What follows belongs to an exercise in optimizing a design on an open flow for small area, a short achievable clock period and few clock cycles per item; a production flow would make more cautious choices.
At most, simulation tests tie the RTL to the original design; equivalence was not proved.
No functional check of the RTL was part of runs 2 and 3.
Power is estimated from default activity; no workload was simulated.

[flow/run.sh]
#!/bin/bash
# Standard ORFS layout with a tighter setup repair target, port buffers of
# a plain buffer cell, and free gate sizing.
set -euo pipefail
bash standard.sh 'SETUP_SLACK_MARGIN=6.35' 'MATCH_CELL_FOOTPRINT=0' 'BUFFER_PORTS_ARGS=-buffer_cell sky130_fd_sc_hd__buf_4' finish > standard_make.log 2>&1
[standard.sh]
#!/bin/bash
# synth_recipe.tcl (not shown) runs the flow's synth.tcl, then flattens the netlist and writes it again
# the make line also repeats each setting of config.mk as NAME=value (left out here)
make -C /OpenROAD-flow-scripts/flow DESIGN_CONFIG=/design/flow/config.mk WORK_HOME=/design/flow/orfs CLKGATE_MAP_FILE= SYNTH_SCRIPT=/design/flow/synth_recipe.tcl "${@:-finish}"
[config.mk]
export PLATFORM = sky130hd
export DESIGN_NAME = rolling_hash_pattern_matcher_top
export DESIGN_NICKNAME = rolling_hash_pattern_matcher_top
export VERILOG_FILES = /design/flow/design.v
export SDC_FILE = /design/flow/constraint.sdc
export NUM_CORES = 4
export LEC_CHECK = 0
export ABC_AREA = 1
export CAP_MARGIN = 20
export CORE_MARGIN = 2
export CORE_UTILIZATION = 40
export CTS_CLUSTER_DIAMETER = 100
export CTS_CLUSTER_SIZE = 26
export SLEW_MARGIN = 20
[constraint.sdc]
create_clock -name core_clock -period 9.5 [get_ports {clock}]
set_input_delay 1.9000 -clock core_clock [delete_from_list [all_inputs] [get_ports {clock}]]
set_output_delay 1.9000 -clock core_clock [all_outputs]
set_load 0.01 [all_outputs]
[design.v]
package rhpm_pkg;
   localparam int MAX_PATTERN_DEF  = 16;
   localparam int WINDOW_DEPTH_DEF = 16;
   localparam int BYTE_W           = 8;
   localparam int VALUE_W          = 32;
   localparam int HASH_W           = 26;
   localparam int LEN_W            = 5;
   localparam int CSR_W            = 64;
   localparam int CSR_IDX_W        = 2;
   localparam int PAT_BYTES        = 16;
   localparam logic KIND_HASH = 1'b0;
   localparam logic KIND_POS  = 1'b1;
   typedef enum logic [CSR_IDX_W-1:0] {
      CSR_PATTERN_LENGTH = 2'd0,
      CSR_PATTERN_LOW    = 2'd1,
      CSR_PATTERN_HIGH   = 2'd2
   } csr_index_type;
endpackage
module rhpm_ram #(
   parameter int WIDTH = 8,
   parameter int DEPTH = 16
) (
   input  logic                     clock,
   input  logic                     wr_en,
   input  logic [$clog2(DEPTH)-1:0] wr_addr,
   input  logic [WIDTH-1:0]         wr_data,
   input  logic                     rd_en,
   input  logic [$clog2(DEPTH)-1:0] rd_addr,
   output logic [WIDTH-1:0]         rd_data
);
   logic [WIDTH-1:0] mem [DEPTH];
   logic [WIDTH-1:0] rd_data_ff;
   always_ff @(posedge clock) begin
      if (wr_en) begin
         mem[wr_addr] <= wr_data;
      end
      if (rd_en) begin
         rd_data_ff <= mem[rd_addr];
      end
   end
   assign rd_data = rd_data_ff;
endmodule
import rhpm_pkg::*;
module rolling_hash_pattern_matcher_top #(
   parameter int MAX_PATTERN  = MAX_PATTERN_DEF,
   parameter int WINDOW_DEPTH = WINDOW_DEPTH_DEF
) (
   input  logic                 clock,
   input  logic                 reset,
   input  logic                 req_valid,
   output logic                 req_ready,
   input  logic [BYTE_W-1:0]    req_text_byte,
   output logic                 rsp_valid,
   input  logic                 rsp_ready,
   output logic                 rsp_kind,
   output logic [VALUE_W-1:0]   rsp_value,
   output logic                 rsp_last,
   input  logic                 csr_we,
   input  logic [CSR_IDX_W-1:0] csr_index,
   input  logic [CSR_W-1:0]     csr_wdata
);
   function automatic logic [1:0] add3(input logic [1:0] a, input logic [1:0] b);
      logic az, bz;
      az = !a[0] && !a[1];
      bz = !b[0] && !b[1];
      add3[0] = (a[0] && bz) || (az && b[0]) || (a[1] && b[1]);
      add3[1] = (a[1] && bz) || (az && b[1]) || (a[0] && b[0]);
   endfunction
   function automatic logic [1:0] mod3(input logic [7:0] x);
      logic [1:0] r0, r1, r2, r3;
      r0 = {x[1] && !x[0], !x[1] && x[0]};
      r1 = {x[3] && !x[2], !x[3] && x[2]};
      r2 = {x[5] && !x[4], !x[5] && x[4]};
      r3 = {x[7] && !x[6], !x[7] && x[6]};
      mod3 = add3(add3(r0, r1), add3(r2, r3));
   endfunction
   localparam logic [31:0] CMAX = 32'hffff_ffff;
   logic [3:0]  nm1_ff;
   logic [7:0]  pat_ff [16];
   logic [1:0]  dp_ff [16];
   logic        zlo_ff, zhi_ff;   
   logic [7:0]  ring_ff [16];
   logic [1:0]  dw_ff [16];       
   logic [3:0]  nm1_al_ff;
   logic [31:0] count_ff;
   logic        first_seen_ff;    
   logic        reported_ff;      
   logic        rdy_ff;
   logic        in_v_ff, in_first_ff;
   logic [7:0]  in_byte_ff;
   logic [1:0]  in_d_ff;
   logic        s1_v_ff;
   logic        s1_first_ff;
   logic        s2_hit_ff, s2_first_ff;
   logic [3:0]  s2_m1_ff;
   logic [5:0]  s2_e_ff;
   logic        j_v_ff;
   logic [3:0]  j_m1_ff;
   logic [5:0]  j_e_ff;
   logic        rsp_valid_ff, rsp_kind_ff, rsp_last_ff;
   logic [31:0] rsp_value_ff;
   logic [3:0]  rem_ff;
   logic [5:0]  e_nx_ff;         
   logic        hashing_ff;
   logic [3:0]  hidx_ff;
   logic [2:0]  hchunk_ff;
   logic        hprev_ff, hcarry_ff;
   logic [1:0]  hd_ff;            
   logic        hlast_ff;         
   assign req_ready = rdy_ff;
   assign rsp_valid = rsp_valid_ff;
   assign rsp_kind  = rsp_kind_ff;
   assign rsp_value = rsp_value_ff;
   assign rsp_last  = rsp_last_ff;
   logic [1:0]  din;
   logic        zk, dig_eq, byte_eq;
   logic [1:0]  dcsr [8];
   logic [15:0] stop;         
   logic        dig_ok;
   logic        cnt_ok;
   logic        hit_c;
   logic [3:0]  m1_c;
   always_comb begin
      dig_ok = 1'b1;
      for (int k = 0; k < 16; k++) begin
         zk = (k < 8) ? zlo_ff : zhi_ff;
         dig_eq  = zk ? (dw_ff[k] == 2'd0) : (dw_ff[k] == dp_ff[k]);
         byte_eq = zk ? (ring_ff[k] == 8'd0) : (ring_ff[k] == pat_ff[k]);
         if (k <= nm1_ff && !dig_eq) dig_ok = 1'b0;
         stop[k] = !byte_eq || (k == nm1_ff);
      end
      m1_c = 4'd15;
      for (int k = 15; k >= 0; k--) begin
         if (stop[k]) m1_c = k;
      end
      cnt_ok = (count_ff[31:4] != 28'd0) || (count_ff[3:0] > nm1_ff);
      hit_c  = s1_v_ff && dig_ok && cnt_ok;
      for (int i = 0; i < 8; i++) dcsr[i] = mod3(csr_wdata[8*i +: 8]);
      din = mod3(req_text_byte);
   end
   logic        accept, shift, inc, len_wr, lo_wr, hi_wr, rot, aligned, aligned_n, in_v_n;
   logic [3:0]  nm1_al_n;
   logic        cont_p, have_next, can_adv, load, pop_j, take_s2, push_j, first_push;
   logic        s2_leave, s1_move;
   logic [3:0]  m1_next, rem_next;
   logic        last_next;
   logic [31:0] pos;
   logic        s2_hit_n, j_v_n, rsp_valid_n;
   logic [5:0]  s2_e_n, j_e_n, e_nx_n, e_inc, e_dec, s2_e_inc, j_e_inc;
   logic [5:0]  e_head0, e_head1, e_nx_n0, e_nx_n1;
   logic [3:0]  rem_n;
   logic        first_seen_n, reported_n, hdone;
   logic [1:0]  hdig;
   logic [1:0]  hadd;
   logic [4:0]  hsum;
   assign accept = req_valid && rdy_ff;
   assign aligned = (nm1_al_ff == nm1_ff);
   assign shift  = in_v_ff && aligned && (!s1_v_ff || s2_leave);
   assign inc    = shift && (count_ff != CMAX);
   assign len_wr = csr_we && !reset && (csr_index == 2'd0);
   assign lo_wr  = csr_we && (csr_index == 2'd1);
   assign hi_wr  = csr_we && (csr_index == 2'd2);
   assign rot    = !aligned && !s1_v_ff;
   always_comb begin
      cont_p    = rsp_valid_ff && (rem_ff != 4'd0);
      have_next = cont_p || j_v_ff || s2_hit_ff && !s2_first_ff;
      m1_next   = j_v_ff ? j_m1_ff : s2_m1_ff;
      rem_next  = cont_p ? rem_ff - 4'd1 : m1_next;
      last_next = cont_p ? (rem_ff == 4'd1) : (m1_next == 4'd0);
      pos       = count_ff - {26'd0, e_nx_ff};
      can_adv  = !hashing_ff && (!rsp_valid_ff || rsp_ready);
      load     = can_adv && have_next;
      pop_j    = load && !cont_p && j_v_ff;
      take_s2  = load && !cont_p && !j_v_ff;
      first_push = s2_first_ff && s2_hit_ff;
      push_j   = s2_hit_ff && !s2_first_ff && !take_s2 && !j_v_ff;
      s2_leave = !s2_hit_ff || s2_first_ff || !j_v_ff;
      s1_move  = s1_v_ff && s2_leave;
      s2_hit_n = s1_move ? hit_c : (s2_hit_ff && !s2_leave);
      s2_e_n   = s1_move ? ({2'b0, nm1_ff} + {5'd0, inc}) : (s2_e_ff + {5'd0, inc});
      j_v_n    = push_j || first_push || (j_v_ff && !pop_j);
      j_e_n    = (push_j || first_push) ? (s2_e_ff + {5'd0, inc}) : (j_e_ff + {5'd0, inc});
      e_inc    = e_nx_ff + {5'd0, inc};
      e_dec    = e_inc - 6'd1;
      s2_e_inc = s2_e_ff + {5'd0, inc};
      j_e_inc  = j_e_ff + {5'd0, inc};
      e_head0  = j_v_ff ? j_e_inc : (first_push || s2_hit_ff && !s2_first_ff) ? s2_e_inc : s2_e_n;
      e_head1  = (cont_p && j_v_ff) ? j_e_inc :
                 (first_push || cont_p && s2_hit_ff && !s2_first_ff) ? s2_e_inc : s2_e_n;
      e_nx_n0  = cont_p ? e_inc : e_head0;
      e_nx_n1  = (rem_next != 4'd0) ? e_dec : e_head1;
      e_nx_n   = load ? e_nx_n1 : e_nx_n0;
      rem_n    = load ? rem_next : rem_ff;
      hdone    = hashing_ff && hlast_ff && (hchunk_ff == 3'd7);
      rsp_valid_n = hdone || load || (rsp_valid_ff && !can_adv);
      first_seen_n = first_seen_ff || accept;
      reported_n   = reported_ff || hdone;
      nm1_al_n     = rot ? nm1_al_ff - 4'd1 : nm1_al_ff;
      aligned_n    = (nm1_al_n == nm1_ff);
      in_v_n       = accept || (in_v_ff && !shift);
      hdig = ((hidx_ff[3] ? zhi_ff : zlo_ff) ? 2'd0 : dp_ff[hidx_ff]);
      hadd = (hchunk_ff == 3'd0) ? hd_ff : {1'b0, hcarry_ff};
      hsum = {1'b0, rsp_value_ff[3:0]} + {1'b0, rsp_value_ff[2:0], hprev_ff} + {3'd0, hadd};
   end
   always_ff @(posedge clock) begin
      if (reset) begin
         zlo_ff <= 1'b1;
         zhi_ff <= 1'b1;
      end else begin
         if (lo_wr) zlo_ff <= 1'b0;
         if (hi_wr) zhi_ff <= 1'b0;
      end
      if (reset) begin
         nm1_ff <= 4'd0;
      end else if (len_wr) begin
         if (csr_wdata[4:0] == 5'd0)                       nm1_ff <= 4'd0;
         else if (csr_wdata[4] && csr_wdata[3:0] != 4'd0) nm1_ff <= 4'd15;
         else                                              nm1_ff <= csr_wdata[3:0] - 4'd1;
      end
      if (lo_wr) begin
         for (int i = 0; i < 8; i++) begin
            pat_ff[i] <= csr_wdata[8*i +: 8];
            dp_ff[i]  <= dcsr[i];
         end
      end
      if (hi_wr) begin
         for (int i = 0; i < 8; i++) begin
            pat_ff[8 + i] <= csr_wdata[8*i +: 8];
            dp_ff[8 + i]  <= dcsr[i];
         end
      end
      if (rdy_ff) begin
         in_byte_ff  <= req_text_byte;
         in_d_ff     <= din;
         in_first_ff <= !first_seen_ff;
      end
      if (shift) begin
         for (int j = 0; j < 16; j++) begin
            ring_ff[j] <= (j == nm1_al_ff) ? in_byte_ff : ring_ff[(j + 1) % 16];
            dw_ff[j]   <= (j == nm1_al_ff) ? in_d_ff : dw_ff[(j + 1) % 16];
         end
      end else if (rot) begin
         for (int j = 0; j < 16; j++) begin
            ring_ff[j] <= ring_ff[(j + 1) % 16];
            dw_ff[j]   <= dw_ff[(j + 1) % 16];
         end
      end
      if (s1_move) begin
         s2_m1_ff <= m1_c;
      end
      s2_e_ff <= s2_e_n;
      if (push_j || first_push) j_m1_ff <= s2_m1_ff;
      j_e_ff   <= j_e_n;
      e_nx_ff  <= e_nx_n;
      rem_ff   <= rem_n;
      if (shift) s1_first_ff <= in_first_ff;
      if (hashing_ff) begin
         rsp_value_ff <= {hsum[3:0], rsp_value_ff[31:4]};
         hprev_ff     <= rsp_value_ff[3];
         hcarry_ff    <= hsum[4];
         hchunk_ff    <= hchunk_ff + 3'd1;
         hd_ff        <= hdig;
         if (hchunk_ff == 3'd0) begin
            hidx_ff  <= hidx_ff - 4'd1;
            hlast_ff <= (hidx_ff == 4'd0);
         end
         if (hchunk_ff == 3'd7) begin
            hprev_ff <= 1'b0;
         end
         if (hdone) begin
            rsp_kind_ff <= KIND_HASH;
            rsp_last_ff <= !j_v_ff;
            rem_ff      <= 4'd0;
         end
      end else if (load) begin
         rsp_kind_ff  <= KIND_POS;
         rsp_value_ff <= pos;
         rsp_last_ff  <= last_next;
      end else if (s2_first_ff) begin
         rsp_value_ff <= 32'd0;
         hidx_ff      <= nm1_ff;
         hchunk_ff    <= 3'd1;
         hprev_ff     <= 1'b0;
         hcarry_ff    <= 1'b0;
         hlast_ff     <= 1'b0;
      end
      if (reset) begin
         nm1_al_ff     <= 4'd0;
         count_ff      <= 32'd0;
         first_seen_ff <= 1'b0;
         reported_ff   <= 1'b0;
         rdy_ff        <= 1'b1;
         s1_v_ff       <= 1'b0;
         in_v_ff       <= 1'b0;
         s2_hit_ff     <= 1'b0;
         s2_first_ff   <= 1'b0;
         j_v_ff        <= 1'b0;
         rsp_valid_ff  <= 1'b0;
         hashing_ff    <= 1'b0;
      end else begin
         nm1_al_ff <= nm1_al_n;
         count_ff <= count_ff + {31'd0, inc};
         first_seen_ff <= first_seen_n;
         reported_ff   <= reported_n;
         in_v_ff       <= in_v_n;
         s1_v_ff       <= shift || (s1_v_ff && !s1_move);
         s2_hit_ff     <= s2_hit_n;
         s2_first_ff   <= s1_move ? s1_first_ff : (s2_first_ff && !s2_leave);
         j_v_ff        <= j_v_n;
         rsp_valid_ff  <= rsp_valid_n;
         hashing_ff    <= hashing_ff ? !hdone : s2_first_ff;
         rdy_ff <= (aligned_n || !in_v_n) &&
                   !(first_seen_n && !reported_n) &&
                   !(s2_hit_n && j_v_n) &&
                   !(s2_hit_ff && s2_e_ff[5]) && !(j_v_ff && j_e_ff[5]) &&
                   !(rsp_valid_ff && e_nx_ff[5]);
      end
   end
endmodule
==> key figures, run 1 <==
Logic synthesis
  – Synth Net Count: 2809
  – Most common flop cell mapped by yosys: sky130_fd_sc_hd__edfxtp_1
  – Area contributors post-synth: sky130_fd_sc_hd__edfxtp_1, sky130_fd_sc_hd__nand2_1, sky130_fd_sc_hd__dfxtp_1, sky130_fd_sc_hd__ha_1, sky130_fd_sc_hd__o21ai_0
  – Post-synth cell types: 66
  – Fraction of synthesis flops using an asynchronous set or reset pin: 0
  – Number of enable flip-flop cells after synthesis: 378
  – Area share of the leading cell type in the synthesized netlist: 0.4676
  – Synth Instances: between 2000 and 3000
  – Yosys warning count: 6
  – Number of synthesized register bits: 452
  – Yosys top cell by area: sky130_fd_sc_hd__edfxtp_1
  – Average instance area after synthesis: 9.301 sq um
  – Post-Syn Area: between 20000 and 25000 sq um
  – Seq/Total Area, Yosys: 0.5286

Route
  – Per-cell via count in the routed design: 5.373
  – Number of search-and-repair iterations in the first detailed-routing pass: 5
  – Starting DRC count in detailed routing: about 1800
  – Vias: around 19000
  – Sum of routed wire length over all layers: 70130 microns
  – Routed wire per std cell: 19.99 microns
  – Remaining design rule violation count: 0
  – Routed Antenna Nets: 0

Place
  – Placed wire-length estimate after detailed placement: 52460 microns
  – Quantity of I/O buffers inserted on ports: 114
  – Routability Congestion: 0.9642

Cells and area
  – Fraction of layout cells with a size suffix above 1: 0.1089
  – Multi-input gate area in the final layout: 10310 sq um
  – Ant. Diodes: 0
  – Net total in the final layout: between 2000 and 3000
  – Top library cells by usage in the layout, fill and taps aside: sky130_fd_sc_hd__nand2_1, sky130_fd_sc_hd__edfxtp_1, sky130_fd_sc_hd__inv_1
  – Most common library cell in the layout ignoring fill and taps: sky130_fd_sc_hd__nand2_1
  – Area of all sequential standard cells: 12860 sq um
  – Area growth from synthesis to layout: 12.24%
  – Fillers: around 5800

CTS
  – Clock transition at path regs: 110 ps
  – CTS tree: yes
  – Number of levels in the clock H-tree: 1
  – Quantity of hold-fixing buffers added after cts: 0
  – Max clock buf depth: 3
  – Number of buffers inserted during clock tree synthesis: 23
  – Clock latency on the worst-skew pair: 580 ps
  – Clock sinks: 452
  – Buffer type at the clock tree root: sky130_fd_sc_hd__clkbuf_16

Global routing
  – Largest net degree at the start of global routing: between 80 and 90
  – Number of antenna violations at the first check in global routing: 0
  – Gr usage total: 0.2205
  – First-pass GRT wire length: 107200 microns
  – Remaining Overflow, GRT: 0
  – Vias in the first global route: 18240

STA
  – Final hold violation count: 0
  – RSZ-0062 raised after global routing: yes
  – Final setup skew: 37.39 ps
  – Maximum clock rate: 319.5 MHz
  – Final number of setup-violating endpoints: 0
  – Final hold slack: roughly 440 ps
  – Count of pins over their slew limit: 0
  – Final-layout setup total negative slack: 0 ps
  – Relative slew margins: 0.3635
  – Time the final worst path needs with I/O delays and setup: 3130 ps
  – Worst-margin pin slew: 946.1 ps
  – Tcrit/Tclk final: 0.3294

Pwr
  – Power density relative to cell area: 239.6 nW/um^2
  – Logic pwr share: 0.290
  – Static power due to leakage: between 0.01 and 0.015 uW
  – Internal power: 4106 uW
  – Switching part of the total power: 0.3710
  – Worst supply voltage drop on vdd: 0.1952 mV
  – Share of power burned in the clock network: 0.177
  – Net switching power of the design: 2421 uW
  – Sequential share of power: 0.533

Setup path
  – Delay of the slowest critical-path stage: 470 ps
  – Critical Path End Type: primary output
  – Data arrival time at the worst-slack endpoint: 1230 ps
  – Critical path startpoint category: register
  – Top cell family by delay on the critical path: flip-flops
  – Critical-path top delay cell: sky130_fd_sc_hd__edfxtp_1
  – CP Max Fanout: 2
  – Type of the worst setup path: reg -> out
  – Cells traversed along the worst timing path: buf_4
  – Required arrival time at the worst endpoint: 7600 ps
  – Count of buffer and inverter cells on the critical path: 1

Die
  – Initial core utilization: 0.4037
  – Area of the core region: 60130 sq um
  – Number of top-level design ports: 115
  – Vertical extent of the die: 250.3 microns
  – DIE WIDTH: 250.3 microns
  – Die Outline Area: 62670 sq um
  – Row Count: 90

Flow run
  – Reported max-cap violation count: 0

Run status
  – Result of the run: no timing/DRC/antenna violations

Min path
  – Worst hold path type: reg -> reg
-- power by group through the flow --
stage / clock network, uW / registers (uW) / logic, uW
detailed placement: 0 / 3510 / 1800
global route: 1240 / 3520 / 2140
CTS: 1170 / 3470 / 1840
global placement: 0 / 3510 / 1760
finish: 1160 / 3480 / 1900
floorplan: 0 / 3280 / 1330
-- per-layer routing --
layer  routed length [microns]  vias up  GRT usage
met5                         0        -          0
met4                      2263        0    0.07117
met3                      3808      114    0.02307
met2                     34060      584     0.3829
met1                     30000     9107     0.2888
li1                          -     9049          -
-- metrics by stage --
| step | area [sq um] | total power [uW] | worst slack [ps] | cells | utilization |
|---|---|---|---|---|---|
| 5_1_grt | 27250 | 6897 | 6212 | 3509 | 0.4531 |
| 6_report | 27250 | 6527 | 6370 | 3509 | 0.4531 |
| 2_1_floorplan | 24400 | 4607 | 5624 | 2610 | - |
| 4_1_cts | 26920 | 6482 | 6273 | 3495 | 0.4477 |
| 3_5_place_dp | 26030 | 5309 | 5386 | 3447 | 0.4328 |
| 3_3_place_gp | 26030 | 5267 | 5402 | 3447 | 0.4328 |
-- path summary, 6_finish.rpt --
check	startpoint	to	slack, ps	cells past startpoint
setup / recovery	rsp_value_ff[13]	rsp_value[13]	6370	1
hold / removal	in_first_ff	s1_first_ff	440	0
setup reg to reg	nm1_ff[0]	count_ff[30]	6500	19
hold reg to reg	in_first_ff	s1_first_ff	440	0
-- synth_stat cells, types with 3 or more instances --
library cell	number
sky130_fd_sc_hd__nand3_2	3
sky130_fd_sc_hd__buf_2	8
sky130_fd_sc_hd__o211ai_1	6
sky130_fd_sc_hd__nand2_1	586
sky130_fd_sc_hd__a22oi_1	11
sky130_fd_sc_hd__inv_2	10
sky130_fd_sc_hd__and2_1	3
sky130_fd_sc_hd__nor2_2	7
sky130_fd_sc_hd__clkbuf_1	61
sky130_fd_sc_hd__nor3_1	52
sky130_fd_sc_hd__nor2_1	184
sky130_fd_sc_hd__xor2_1	60
sky130_fd_sc_hd__nand4_1	30
sky130_fd_sc_hd__a311oi_1	4
sky130_fd_sc_hd__nor2_4	4
sky130_fd_sc_hd__inv_1	302
sky130_fd_sc_hd__or2_2	17
sky130_fd_sc_hd__o31ai_1	4
sky130_fd_sc_hd__nor3b_1	9
sky130_fd_sc_hd__a31oi_1	7
sky130_fd_sc_hd__o21ai_0	271
sky130_fd_sc_hd__mux2i_1	4
sky130_fd_sc_hd__o21ai_1	8
sky130_fd_sc_hd__nand3_1	96
sky130_fd_sc_hd__a211oi_1	7
sky130_fd_sc_hd__nand2_2	5
sky130_fd_sc_hd__nand3b_1	3
sky130_fd_sc_hd__a2111oi_0	3
sky130_fd_sc_hd__o22ai_1	21
sky130_fd_sc_hd__dfxtp_1	74
sky130_fd_sc_hd__o21a_1	7
sky130_fd_sc_hd__ha_1	116
sky130_fd_sc_hd__a22o_1	4
sky130_fd_sc_hd__fa_1	4
sky130_fd_sc_hd__a21oi_1	69
sky130_fd_sc_hd__nor4_1	38
sky130_fd_sc_hd__edfxtp_1	378
sky130_fd_sc_hd__o2111ai_1	4
sky130_fd_sc_hd__a32o_1	8
sky130_fd_sc_hd__xnor2_1	89
-- layout make-up --
cell class              count  area share
clock buffers              35     0.02328
clock inverters             5    0.002893
inverters                 313     0.04381
multi-input cells        1772      0.3784
flip-flops and latches    452      0.4721
well taps                 782     0.03591
repair buffers            150     0.04367
-- logic make-up (layout without fill, tap and decap cells) --
group,after synthesis,in the layout,synth area share
xor+xnor,149,149,0.05376
fa+ha+maj,120,120,0.06309
buf+inv,386,503,0.06041
simple gates,1046,1046,0.1867
compound gates,453,453,0.1057
mux,4,4,0.001649
flops,452,452,0.5286
-- registers in the layout, indices dropped and copies added, names as in the netlist, 2 cells and up --
signal and count:
nm1_al_ff 4, j_e_ff 6, s2_e_ff 6, j_m1_ff 4, dw_ff 32, in_byte_ff 8
ring_ff 128, rsp_value_ff 32, in_d_ff 2, dp_ff 32, rem_ff 4, nm1_ff 4
hchunk_ff 3, pat_ff 120, s2_m1_ff 4, e_nx_ff 6, hd_ff 2, count_ff 32
hidx_ff 4
-- timing repair --
action	4_1_cts	5_1_grt
buffers inserted	8	13
gates resized for setup	30	58
pin swaps	2	11
endpoints found under the setup margin	240	45
Testbench counts, summed over its fixed seeds: cycles 29,785, bytes 24,258.
==> inputs of run 2 (changes only) <==
--- a/design.v
+++ b/design.v
@@ -87,7 +87,4 @@
    logic        reported_ff;      
    logic        rdy_ff;
-   logic        in_v_ff, in_first_ff;
-   logic [7:0]  in_byte_ff;
-   logic [1:0]  in_d_ff;
    logic        s1_v_ff;
    logic        s1_first_ff;
@@ -139,5 +136,5 @@
       din = mod3(req_text_byte);
    end
-   logic        accept, shift, inc, len_wr, lo_wr, hi_wr, rot, aligned, aligned_n, in_v_n;
+   logic        accept, inc, len_wr, lo_wr, hi_wr, rot, aligned, aligned_n;
    logic [3:0]  nm1_al_n;
    logic        cont_p, have_next, can_adv, load, pop_j, take_s2, push_j, first_push;
@@ -156,6 +153,5 @@
    assign accept = req_valid && rdy_ff;
    assign aligned = (nm1_al_ff == nm1_ff);
-   assign shift  = in_v_ff && aligned && (!s1_v_ff || s2_leave);
-   assign inc    = shift && (count_ff != CMAX);
+   assign inc    = accept && (count_ff != CMAX);
    assign len_wr = csr_we && !reset && (csr_index == 2'd0);
    assign lo_wr  = csr_we && (csr_index == 2'd1);
@@ -198,5 +194,4 @@
       nm1_al_n     = rot ? nm1_al_ff - 4'd1 : nm1_al_ff;
       aligned_n    = (nm1_al_n == nm1_ff);
-      in_v_n       = accept || (in_v_ff && !shift);
       hdig = ((hidx_ff[3] ? zhi_ff : zlo_ff) ? 2'd0 : dp_ff[hidx_ff]);
       hadd = (hchunk_ff == 3'd0) ? hd_ff : {1'b0, hcarry_ff};
@@ -230,13 +225,8 @@
          end
       end
-      if (rdy_ff) begin
-         in_byte_ff  <= req_text_byte;
-         in_d_ff     <= din;
-         in_first_ff <= !first_seen_ff;
-      end
-      if (shift) begin
+      if (accept) begin
          for (int j = 0; j < 16; j++) begin
-            ring_ff[j] <= (j == nm1_al_ff) ? in_byte_ff : ring_ff[(j + 1) % 16];
-            dw_ff[j]   <= (j == nm1_al_ff) ? in_d_ff : dw_ff[(j + 1) % 16];
+            ring_ff[j] <= (j == nm1_al_ff) ? req_text_byte : ring_ff[(j + 1) % 16];
+            dw_ff[j]   <= (j == nm1_al_ff) ? din : dw_ff[(j + 1) % 16];
          end
       end else if (rot) begin
@@ -254,5 +244,5 @@
       e_nx_ff  <= e_nx_n;
       rem_ff   <= rem_n;
-      if (shift) s1_first_ff <= in_first_ff;
+      if (accept) s1_first_ff <= !first_seen_ff;
       if (hashing_ff) begin
          rsp_value_ff <= {hsum[3:0], rsp_value_ff[31:4]};
@@ -292,5 +282,4 @@
          rdy_ff        <= 1'b1;
          s1_v_ff       <= 1'b0;
-         in_v_ff       <= 1'b0;
          s2_hit_ff     <= 1'b0;
          s2_first_ff   <= 1'b0;
@@ -303,6 +292,5 @@
          first_seen_ff <= first_seen_n;
          reported_ff   <= reported_n;
-         in_v_ff       <= in_v_n;
-         s1_v_ff       <= shift || (s1_v_ff && !s1_move);
+         s1_v_ff       <= accept || (s1_v_ff && !s1_move);
          s2_hit_ff     <= s2_hit_n;
          s2_first_ff   <= s1_move ? s1_first_ff : (s2_first_ff && !s2_leave);
@@ -310,5 +298,5 @@
          rsp_valid_ff  <= rsp_valid_n;
          hashing_ff    <= hashing_ff ? !hdone : s2_first_ff;
-         rdy_ff <= (aligned_n || !in_v_n) &&
+         rdy_ff <= !len_wr && aligned_n &&
                    !(first_seen_n && !reported_n) &&
                    !(s2_hit_n && j_v_n) &&
==> key figures, run 2 <==
Run status
  – Result of the run: no timing/DRC/antenna violations

Die
  – DIE WIDTH: 249.9 microns (-0.17%)
  – Row Count: 90 (unchanged)
  – Die Outline Area: 62460 sq um (-0.34%)
  – Area of the core region: 60020 sq um (-0.19%)
  – Number of top-level design ports: 115 (unchanged)
  – Vertical extent of the die: 249.9 microns (-0.17%)
  – Initial core utilization: 0.4030 (-0.0006602)

Flow run
  – Reported max-cap violation count: 0 (unchanged)

STA
  – Final-layout setup total negative slack: 0 ps (unchanged)
  – Maximum clock rate: 275.0 MHz (-14%)
  – RSZ-0062 raised after global routing: yes
  – Count of pins over their slew limit: 0 (unchanged)
  – Relative slew margins: 0.2595 (-0.1040)
  – Final setup skew: 33.07 ps (-4.323 ps)
  – Final hold violation count: 0 (unchanged)
  – Worst path setup slack after routing: 5863 ps (-507.0 ps)
  – Time the final worst path needs with I/O delays and setup: 3637 ps (+507.0 ps)
  – Tcrit/Tclk final: 0.3828 (+0.05337)
  – Final number of setup-violating endpoints: 0 (unchanged)
  – Worst-margin pin slew: 1111 ps (+164.7 ps)

Pwr
  – Net switching power of the design: 2473 uW (+2.1%)
  – Overall Power: 6547 uW (+0.30%)
  – Switching part of the total power: 0.3777 (+0.006770)
  – Static power due to leakage: 0.01141 uW (+2.9%)
  – Internal power: 4074 uW (-0.78%)
  – Sequential share of power: 0.496 (-0.037)
  – Logic pwr share: 0.332 (+0.042)
  – Worst supply voltage drop on vdd: 0.1569 mV (-20%)
  – Power density relative to cell area: 230.9 nW/um^2 (-3.6%)
  – Share of power burned in the clock network: 0.172 (-0.005)

Route
  – Number of search-and-repair iterations in the first detailed-routing pass: 5 (unchanged)
  – Vias: 19660 (+4.2%)
  – Routed wire per std cell: 20.64 microns (+3.3%)
  – Sum of routed wire length over all layers: 74930 microns (+6.8%)
  – Remaining design rule violation count: 0 (unchanged)
  – Starting DRC count in detailed routing: 1789 (+2.2%)
  – Routed Antenna Nets: 0 (unchanged)
  – Per-cell via count in the routed design: 5.415 (+0.77%)

CTS
  – Clock sinks: 440 (-2.7%)
  – CTS tree: yes
  – Number of buffers inserted during clock tree synthesis: 22 (-4.3%)
  – Clock latency on the worst-skew pair: 600 ps (+20 ps)
  – Number of levels in the clock H-tree: 1 (unchanged)
  – Clock transition at path regs: 100 ps (about the same)
  – Quantity of hold-fixing buffers added after cts: 0 (unchanged)
  – Max clock buf depth: 3 (unchanged)
  – Buffer type at the clock tree root: sky130_fd_sc_hd__clkbuf_16

Global routing
  – Vias in the first global route: 18840 (+3.3%)
  – Remaining Overflow, GRT: 0 (unchanged)
  – First-pass GRT wire length: 110500 microns (+3.1%)
  – Largest net degree at the start of global routing: 74 (-11%)
  – Number of antenna violations at the first check in global routing: 0 (unchanged)
  – Gr usage total: 0.2290 (+0.008549)

Setup path
  – Count of buffer and inverter cells on the critical path: 4 (+3)
  – Data arrival time at the worst-slack endpoint: 4120 ps (+2890 ps)
  – Type of the worst setup path: in -> reg
  – Critical-path top delay cell: sky130_fd_sc_hd__a221oi_2
  – CP Max Fanout: 3 (+1)
  – Cells traversed along the worst timing path: buf_8 > nand2_8 > a41oi_4 > buf_6 > ha_4 > nand3_4 > or2_4 > nor3_4 > nand2_2 > nor3_4 > nand4_2 > buf_4 > buf_6 > nor2_4 > nand3_2 > a221oi_2
  – Top cell family by delay on the critical path: simple AND/OR/NAND/NOR gates
  – Delay of the slowest critical-path stage: 280 ps (-190 ps)
  – Critical Path End Type: register
  – Critical path startpoint category: input port
  – Required arrival time at the worst endpoint: 9980 ps (+2380 ps)

Cells and area
  – Net total in the final layout: 3036 (+4.3%)
  – Largest registers: ring_ff (128), pat_ff (120)
  – Fillers: 5600 (-2.6%)
  – Register with the highest flop count: ring_ff
  – Utilization after layout: 0.4723 (+0.01922)
  – Area of all sequential standard cells: 12490 sq um (-2.9%)
  – Multi-input gate area in the final layout: 10860 sq um (+5.4%)
  – Most common library cell in the layout ignoring fill and taps: sky130_fd_sc_hd__nand2_1
  – Number of flip-flops under the largest register name: 128 (unchanged)
  – Final std cells w/o fill: 3630 (+3.4%)
  – Top library cells by usage in the layout, fill and taps aside: sky130_fd_sc_hd__nand2_1, sky130_fd_sc_hd__edfxtp_1, sky130_fd_sc_hd__inv_1
  – Area growth from synthesis to layout: 17.19%
  – Fraction of layout cells with a size suffix above 1: 0.1577 (+0.04874)
  – Ant. Diodes: 0 (unchanged)

Logic synthesis
  – Yosys top cell by area: sky130_fd_sc_hd__edfxtp_1
  – Synth Net Count: 2870 (+2.2%)
  – Seq/Total Area, Yosys: 0.5160 (-0.01262)
  – Post-Syn Area: 24190 sq um (-0.35%)
  – Area contributors post-synth: sky130_fd_sc_hd__edfxtp_1, sky130_fd_sc_hd__nand2_1, sky130_fd_sc_hd__dfxtp_1, sky130_fd_sc_hd__ha_1, sky130_fd_sc_hd__inv_1
  – Most common flop cell mapped by yosys: sky130_fd_sc_hd__edfxtp_1
  – Synth Instances: 2671 (+2.3%)
  – Synth top cells by count: sky130_fd_sc_hd__nand2_1, sky130_fd_sc_hd__inv_1, sky130_fd_sc_hd__edfxtp_1
  – Most common cell in the netlist: sky130_fd_sc_hd__nand2_1
  – Area share of the leading cell type in the synthesized netlist: 0.4556 (-0.01201)
  – Number of enable flip-flop cells after synthesis: 367 (-2.9%)
  – Post-synth cell types: 66 (unchanged)
  – Average instance area after synthesis: 9.056 sq um (-2.6%)
  – Yosys warning count: 6 (unchanged)
  – Number of synthesized register bits: 440 (-2.7%)
  – Fraction of synthesis flops using an asynchronous set or reset pin: 0 (unchanged)

Min path
  – Worst hold path type: reg -> reg

Place
  – Placed wire-length estimate after detailed placement: 52950 microns (+0.93%)
  – Quantity of I/O buffers inserted on ports: 114 (unchanged)
  – Routability Congestion: 0.9391 (-2.6%)
  – Number of cells in the design after placement: 3502 (+1.6%)
  – Worst Setup Slack post-DPL: 5086 ps (-300.2 ps)
==> run 2: cell count changes in the layout (fill, tap and decap cells not counted), sizes merged, moves of 9 or more <==
| cell | before | now |
|---|---|---|
| clkbuf | 35 | 26 |
| nor2 | 197 | 238 |
| or2 | 18 | 32 |
| inv | 313 | 382 |
| xnor2 | 89 | 68 |
| nand2 | 592 | 559 |
| a21oi | 71 | 109 |
| nand3 | 99 | 108 |
| o21ai | 280 | 237 |
| nor3 | 53 | 38 |
| edfxtp | 378 | 367 |
| nand4 | 31 | 42 |
| buf | 150 | 205 |
==> run 2: final timing paths <==
| check | start | endpoint | slack (ps) | cells after the start |
|---|---|---|---|---|
| max | req_valid | count_ff[17] | 5860 | 16 |
| min | s2_m1_ff[1] | j_m1_ff[1] | 470 | 0 |
| max reg2reg | count_ff[17] | e_nx_ff[5] | 6190 | 17 |
| min reg2reg | s2_m1_ff[1] | j_m1_ff[1] | 470 | 0 |
==> run 2: cell families (layout without fill, tap and decap cells) <==
kind of cell,count (synthesis),in the layout,synth area share
xor+xnor,121,121,0.04381
fa+ha+maj,120,120,0.06331
flops,440,440,0.5160
compound gates,458,459,0.1078
simple gates,1059,1068,0.1921
mux,10,10,0.004500
buf+inv,463,630,0.07242
==> run 2: power groups by stage <==
| stage | sequential, uW | clock [uW] | combinational (uW) |
|---|---|---|---|
| after floorplan | 3110 | 0 | 1360 |
| after global placement | 3270 | 0 | 1870 |
| after detailed placement | 3270 | 0 | 1920 |
| after CTS | 3230 | 1150 | 2010 |
| after global routing | 3290 | 1210 | 2410 |
| final | 3240 | 1130 | 2170 |
==> run 2: stage by stage <==
stage | instance area, sq um | hold WS [ps]
2_1_floorplan | 24550 | 420.7
3_3_place_gp | 26120 | 448.9
3_5_place_dp | 26140 | 448.4
4_1_cts | 27510 | 473.6
5_1_grt | 28350 | 483.6
6_report | 28350 | 470.0
==> run 2: worst register-to-register path: cells and delay by family (launching register included) <==
kind / cells / cell delay (ps)
and+or+nand+nor: 6 / 1100
AOI/OAI and AO/OA: 4 / 470
buffers and inverters: 3 / 440
xor gates and xnor gates: 2 / 420
DFF: 1 / 410
adders and majority gates: 2 / 400
==> run 2: layout make-up <==
class	count	share of cell area
sequential	440	0.4406
multi-input combinational	1778	0.3832
timing repair buffer	205	0.06241
inverter	389	0.05491
tap	782	0.03451
clock buffer	26	0.02145
clock inverter	9	0.002736
timing repair inverter	1	0.0001765
==> run 2: per-layer routing <==
metal | part of all wire | vias up | track usage
li1 | - | 9312 | -
met1 | 0.41 | 9443 | 0.2989
met2 | 0.48 | 736 | 0.3949
met3 | 0.061 | 164 | 0.01982
met4 | 0.045 | 0 | 0.08812
met5 | 0 | - | 0
==> run 2: timing repair <==
action / 4_1_cts / 5_1_grt
setup buffers: 40 / 42
pin swaps: 14 / 37
resized for setup: 75 / 117
cloned: 4 / 7
endpoints found under the setup margin: 289 / 216
==> inputs of run 3 (changes only) <==
==> flow/run.sh (replaced) <==
#!/bin/bash
# Standard ORFS layout with a tighter setup repair target, port buffers of
# a plain buffer cell, and free gate sizing.
set -euo pipefail
bash standard.sh 'SETUP_SLACK_MARGIN=6.3' 'MATCH_CELL_FOOTPRINT=0' 'BUFFER_PORTS_ARGS=-buffer_cell sky130_fd_sc_hd__buf_4' finish > standard_make.log 2>&1
--- a/config.mk
+++ b/config.mk
@@ -10,5 +10,5 @@
 export CORE_MARGIN = 2
 export CORE_UTILIZATION = 40
-export CTS_CLUSTER_DIAMETER = 100
-export CTS_CLUSTER_SIZE = 26
+export CTS_CLUSTER_DIAMETER = 80
+export CTS_CLUSTER_SIZE = 20
 export SLEW_MARGIN = 20
==> key figures, run 3 <==
CTS
  – CTS tree: yes
  – Number of levels in the clock H-tree: 1 (unchanged)
  – Clock latency on the worst-skew pair: 610 ps (about the same)
  – Buffer type at the clock tree root: sky130_fd_sc_hd__clkbuf_16
  – Max clock buf depth: 3 (unchanged)
  – Quantity of hold-fixing buffers added after cts: 0 (unchanged)
  – Number of buffers inserted during clock tree synthesis: 30 (+36%)
  – Clock sinks: 440 (unchanged)
  – Clock transition at path regs: 80 ps (-20 ps)

Global routing
  – Largest net degree at the start of global routing: 92 (+24%)
  – Met1 demand-to-capacity share in global routing: 0.2886 (-0.01031)
  – Global routing met2 resource utilization: 0.3990 (+0.004138)
  – Met3 layer usage reported by global route: 0.02649 (+0.006675)
  – Vias in the first global route: 18860 (+0.12%)
  – Remaining Overflow, GRT: 0 (unchanged)
  – Global routing's busiest layer: met2
  – Gr usage total: 0.2274 (-0.001587)
  – First-pass GRT wire length: 110100 microns (-0.34%)
  – Number of antenna violations at the first check in global routing: 0 (unchanged)

Pwr
  – Static power due to leakage: 0.01159 uW (+1.6%)
  – Power density relative to cell area: 238.9 nW/um^2 (+3.5%)
  – Worst supply voltage drop on vdd: 0.1651 mV (+5.2%)

Logic synthesis
  – Post-synth cell types: 66 (unchanged)
  – Area contributors post-synth: sky130_fd_sc_hd__edfxtp_1, sky130_fd_sc_hd__nand2_1, sky130_fd_sc_hd__dfxtp_1, sky130_fd_sc_hd__ha_1, sky130_fd_sc_hd__inv_1
  – Yosys top cell by area: sky130_fd_sc_hd__edfxtp_1
  – Fraction of synthesis flops using an asynchronous set or reset pin: 0 (unchanged)
  – Average instance area after synthesis: 9.056 sq um (unchanged)
  – Number of synthesized register bits: 440 (unchanged)
  – Most common flop cell mapped by yosys: sky130_fd_sc_hd__edfxtp_1
  – Post-Syn Area: 24190 sq um (unchanged)
  – Synth Instances: 2671 (unchanged)
  – Most common cell in the netlist: sky130_fd_sc_hd__nand2_1
  – Yosys warning count: 6 (unchanged)
  – Synth top cells by count: sky130_fd_sc_hd__nand2_1, sky130_fd_sc_hd__inv_1, sky130_fd_sc_hd__edfxtp_1
  – Number of enable flip-flop cells after synthesis: 367 (unchanged)
  – Area share of the leading cell type in the synthesized netlist: 0.4556 (unchanged)
  – Synth Net Count: 2870 (unchanged)
  – Seq/Total Area, Yosys: 0.5160 (unchanged)

Route
  – Sum of routed wire length over all layers: 73790 microns (-1.5%)
  – Remaining design rule violation count: 0 (unchanged)
  – Vias: 19460 (-1.0%)
  – Number of search-and-repair iterations in the first detailed-routing pass: 6 (+1)
  – Per-cell via count in the routed design: 5.365 (-0.91%)
  – Starting DRC count in detailed routing: 1564 (-13%)
  – Routed Antenna Nets: 0 (unchanged)
  – Routed wire per std cell: 20.35 microns (-1.4%)

STA
  – Count of pins over their slew limit: 0 (unchanged)
  – Worst path setup slack after routing: 5907 ps (+43.24 ps)
  – Worst-margin pin slew: 916.7 ps (-194.0 ps)
  – Final setup skew: 20.17 ps (-12.90 ps)
  – Final number of setup-violating endpoints: 0 (unchanged)
  – Time the final worst path needs with I/O delays and setup: 3593 ps (-43.24 ps)
  – Final hold violation count: 0 (unchanged)
  – Maximum clock rate: 278.3 MHz (+1.2%)
  – Tcrit/Tclk final: 0.3783 (-0.004552)
  – RSZ-0062 raised after global routing: yes
  – Final hold slack: 472.6 ps (+2.649 ps)
  – Final-layout setup total negative slack: 0 ps (unchanged)
  – Relative slew margins: 0.3882 (+0.1287)

Die
  – Initial core utilization: 0.4030 (unchanged)
  – DIE WIDTH: 249.9 microns (unchanged)
  – Die Outline Area: 62460 sq um (unchanged)
  – Row Count: 90 (unchanged)
  – Area of the core region: 60020 sq um (unchanged)
  – Number of top-level design ports: 115 (unchanged)
  – Vertical extent of the die: 249.9 microns (unchanged)

Cells and area
  – Net total in the final layout: 3026 (-0.33%)
  – Most common library cell in the layout ignoring fill and taps: sky130_fd_sc_hd__nand2_1
  – Area growth from synthesis to layout: 17.68%
  – Ant. Diodes: 0 (unchanged)
  – Register with the highest flop count: ring_ff
  – Fraction of layout cells with a size suffix above 1: 0.1544 (-0.003294)
  – Largest registers: ring_ff (128), pat_ff (120)
  – Final std cells w/o fill: 3626 (-0.11%)
  – Top library cells by usage in the layout, fill and taps aside: sky130_fd_sc_hd__nand2_1, sky130_fd_sc_hd__edfxtp_1, sky130_fd_sc_hd__inv_1
  – Number of flip-flops under the largest register name: 128 (unchanged)

Setup path
  – CP Max Fanout: 2 (-1)
  – Required arrival time at the worst endpoint: 10030 ps (+50 ps)
  – Critical path startpoint category: input port
  – Data arrival time at the worst-slack endpoint: 4120 ps (about the same)
  – Critical Path End Type: register
  – Type of the worst setup path: in -> reg

Min path
  – Worst hold path type: reg -> reg

Flow run
  – Reported max-cap violation count: 0 (unchanged)

Run status
  – Result of the run: no timing/DRC/antenna violations

Place
  – Quantity of I/O buffers inserted on ports: 114 (unchanged)
  – Placed wire-length estimate after detailed placement: 52770 microns (-0.35%)
  – Worst Setup Slack post-DPL: 5054 ps (-32.56 ps)
  – Number of cells in the design after placement: 3506 (+0.11%)
  – Routability Congestion: 0.9065 (-3.5%)
[run 3: cell types whose count changed in the layout (fill, tap and decap cells not counted), moves of 5 or more]
cell                        before  now
sky130_fd_sc_hd__buf_4         180  160
sky130_fd_sc_hd__buf_6          10   22
sky130_fd_sc_hd__clkbuf_16      24   31
sky130_fd_sc_hd__nand2_1       531  536
sky130_fd_sc_hd__nand2_4        10    5
sky130_fd_sc_hd__nor2_4         30   21
sky130_fd_sc_hd__o21ai_0       180  190
sky130_fd_sc_hd__o21ai_1        47   39
[run 3: logic make-up (layout without fill, tap and decap cells)]
family / count (synthesis) / after routing / share of synthesized area
and+or+nand+nor: 1059 / 1062 / 0.1921
buffers and inverters: 463 / 632 / 0.07242
xor gates and xnor gates: 121 / 121 / 0.04381
DFF: 440 / 440 / 0.5160
AOI/OAI and AO/OA: 458 / 459 / 0.1078
muxes: 10 / 10 / 0.004500
adders and majority gates: 120 / 120 / 0.06331
[run 3: worst paths after layout]
kind                             startpoint      endpoint  slack [ps]  cells past startpoint
worst min-delay path            s2_m1_ff[2]    j_m1_ff[2]         470                      0
worst max register to register  count_ff[1]    e_nx_ff[2]        6110                     17
worst min register to register  s2_m1_ff[2]    j_m1_ff[2]         470                      0
worst max-delay path              req_valid  count_ff[13]        5910                     18
[run 3: per-stage QoR]
stage,power [uW],area [sq um],utilization
6_report,6801,28470,0.4743
3_3_place_gp,5154,26140,0.4354
4_1_cts,6703,27920,0.4652
5_1_grt,7164,28470,0.4743
3_5_place_dp,5199,26150,0.4357
2_1_floorplan,4467,24530,-
[run 3: critical path, stage by stage]
cell                      delay, ps
sky130_fd_sc_hd__buf_8           80
sky130_fd_sc_hd__nand2_8         50
sky130_fd_sc_hd__a41oi_4        220
sky130_fd_sc_hd__ha_4           180
sky130_fd_sc_hd__nand3_2         80
sky130_fd_sc_hd__or2_4          270
sky130_fd_sc_hd__nor3_4         150
sky130_fd_sc_hd__nand2_2        100
sky130_fd_sc_hd__nor3_4         140
sky130_fd_sc_hd__buf_4          140
sky130_fd_sc_hd__buf_6           90
sky130_fd_sc_hd__buf_6           80
sky130_fd_sc_hd__buf_6           80
sky130_fd_sc_hd__buf_6           80
sky130_fd_sc_hd__buf_6           80
sky130_fd_sc_hd__buf_6          100
sky130_fd_sc_hd__a31oi_1        110
sky130_fd_sc_hd__nor3_1         190
[run 3: repair_timing]
item                       in CTS  in global routing
resized for setup             101                 73
buffers inserted               45                 21
gates cloned                    2                  2
setup endpoints to repair     263                224
pin swaps                      30                 27
[run 3: final cells by class]
cell class	instances	area, sq um
Fill cell	5597	31550
Sequential cell	440	12490
Multi-Input combinational cell	1772	10780
Timing Repair Buffer	194	1702
Inverter	389	1524
Tap cell	782	978.4
Clock buffer	34	787.0
Clock inverter	15	202.7
[run 3: report_power, final]
part | total (uW) | switching [uW] | internal, uW
combinational | 2150 | 1350 | 798
clock | 1400 | 709 | 690
sequential | 3250 | 433 | 2820
[run 3: per-layer routing]
| layer | part of all wire | wire length (microns) |
|---|---|---|
| met4 | 0.039 | 2902 |
| met5 | 0 | 0 |
| met3 | 0.051 | 3767 |
| met1 | 0.42 | 30860 |
| met2 | 0.49 | 36250 |

[separate check: timing with driven ports]
The flow's constraints put no driver on any port. The routed layouts listed below were extracted and timed again, unchanged, in two steps.
Step 1 assumes that a clkbuf_16 drives the clock port and a buf_2 every other input.
Step 2 times the ports against the registers' clock, not the clock port: input delays grow and output delays shrink by t, the midpoint of the rising clock arrivals with the driver on.
Slacks: ideal / step 1 / step 2; pairs: ideal / step 1.
| run | shift t [ns] | slack for setup (ns) | worst setup path at the end | worst register clock-pin slew, ns | worst slew at a driven data input, ns |
|---|---|---|---|---|---|
| run 1 | 0.627 | 6.370 / 6.309 / 5.860 | input to register | 0.11 / 0.11 | 0.05 |
| run 2 | 0.651 | 5.863 / 5.873 / 5.223 | input to register | 0.11 / 0.11 | 0.11 |
| run 3 | 0.665 | 5.907 / 5.915 / 5.251 | input to register | 0.09 / 0.09 | 0.09 |
After both steps setup and hold are still met in every run listed. For run 3, which loses most, drivers alone change the setup slack by +0.008 ns; drivers and shift together by -0.656 ns.
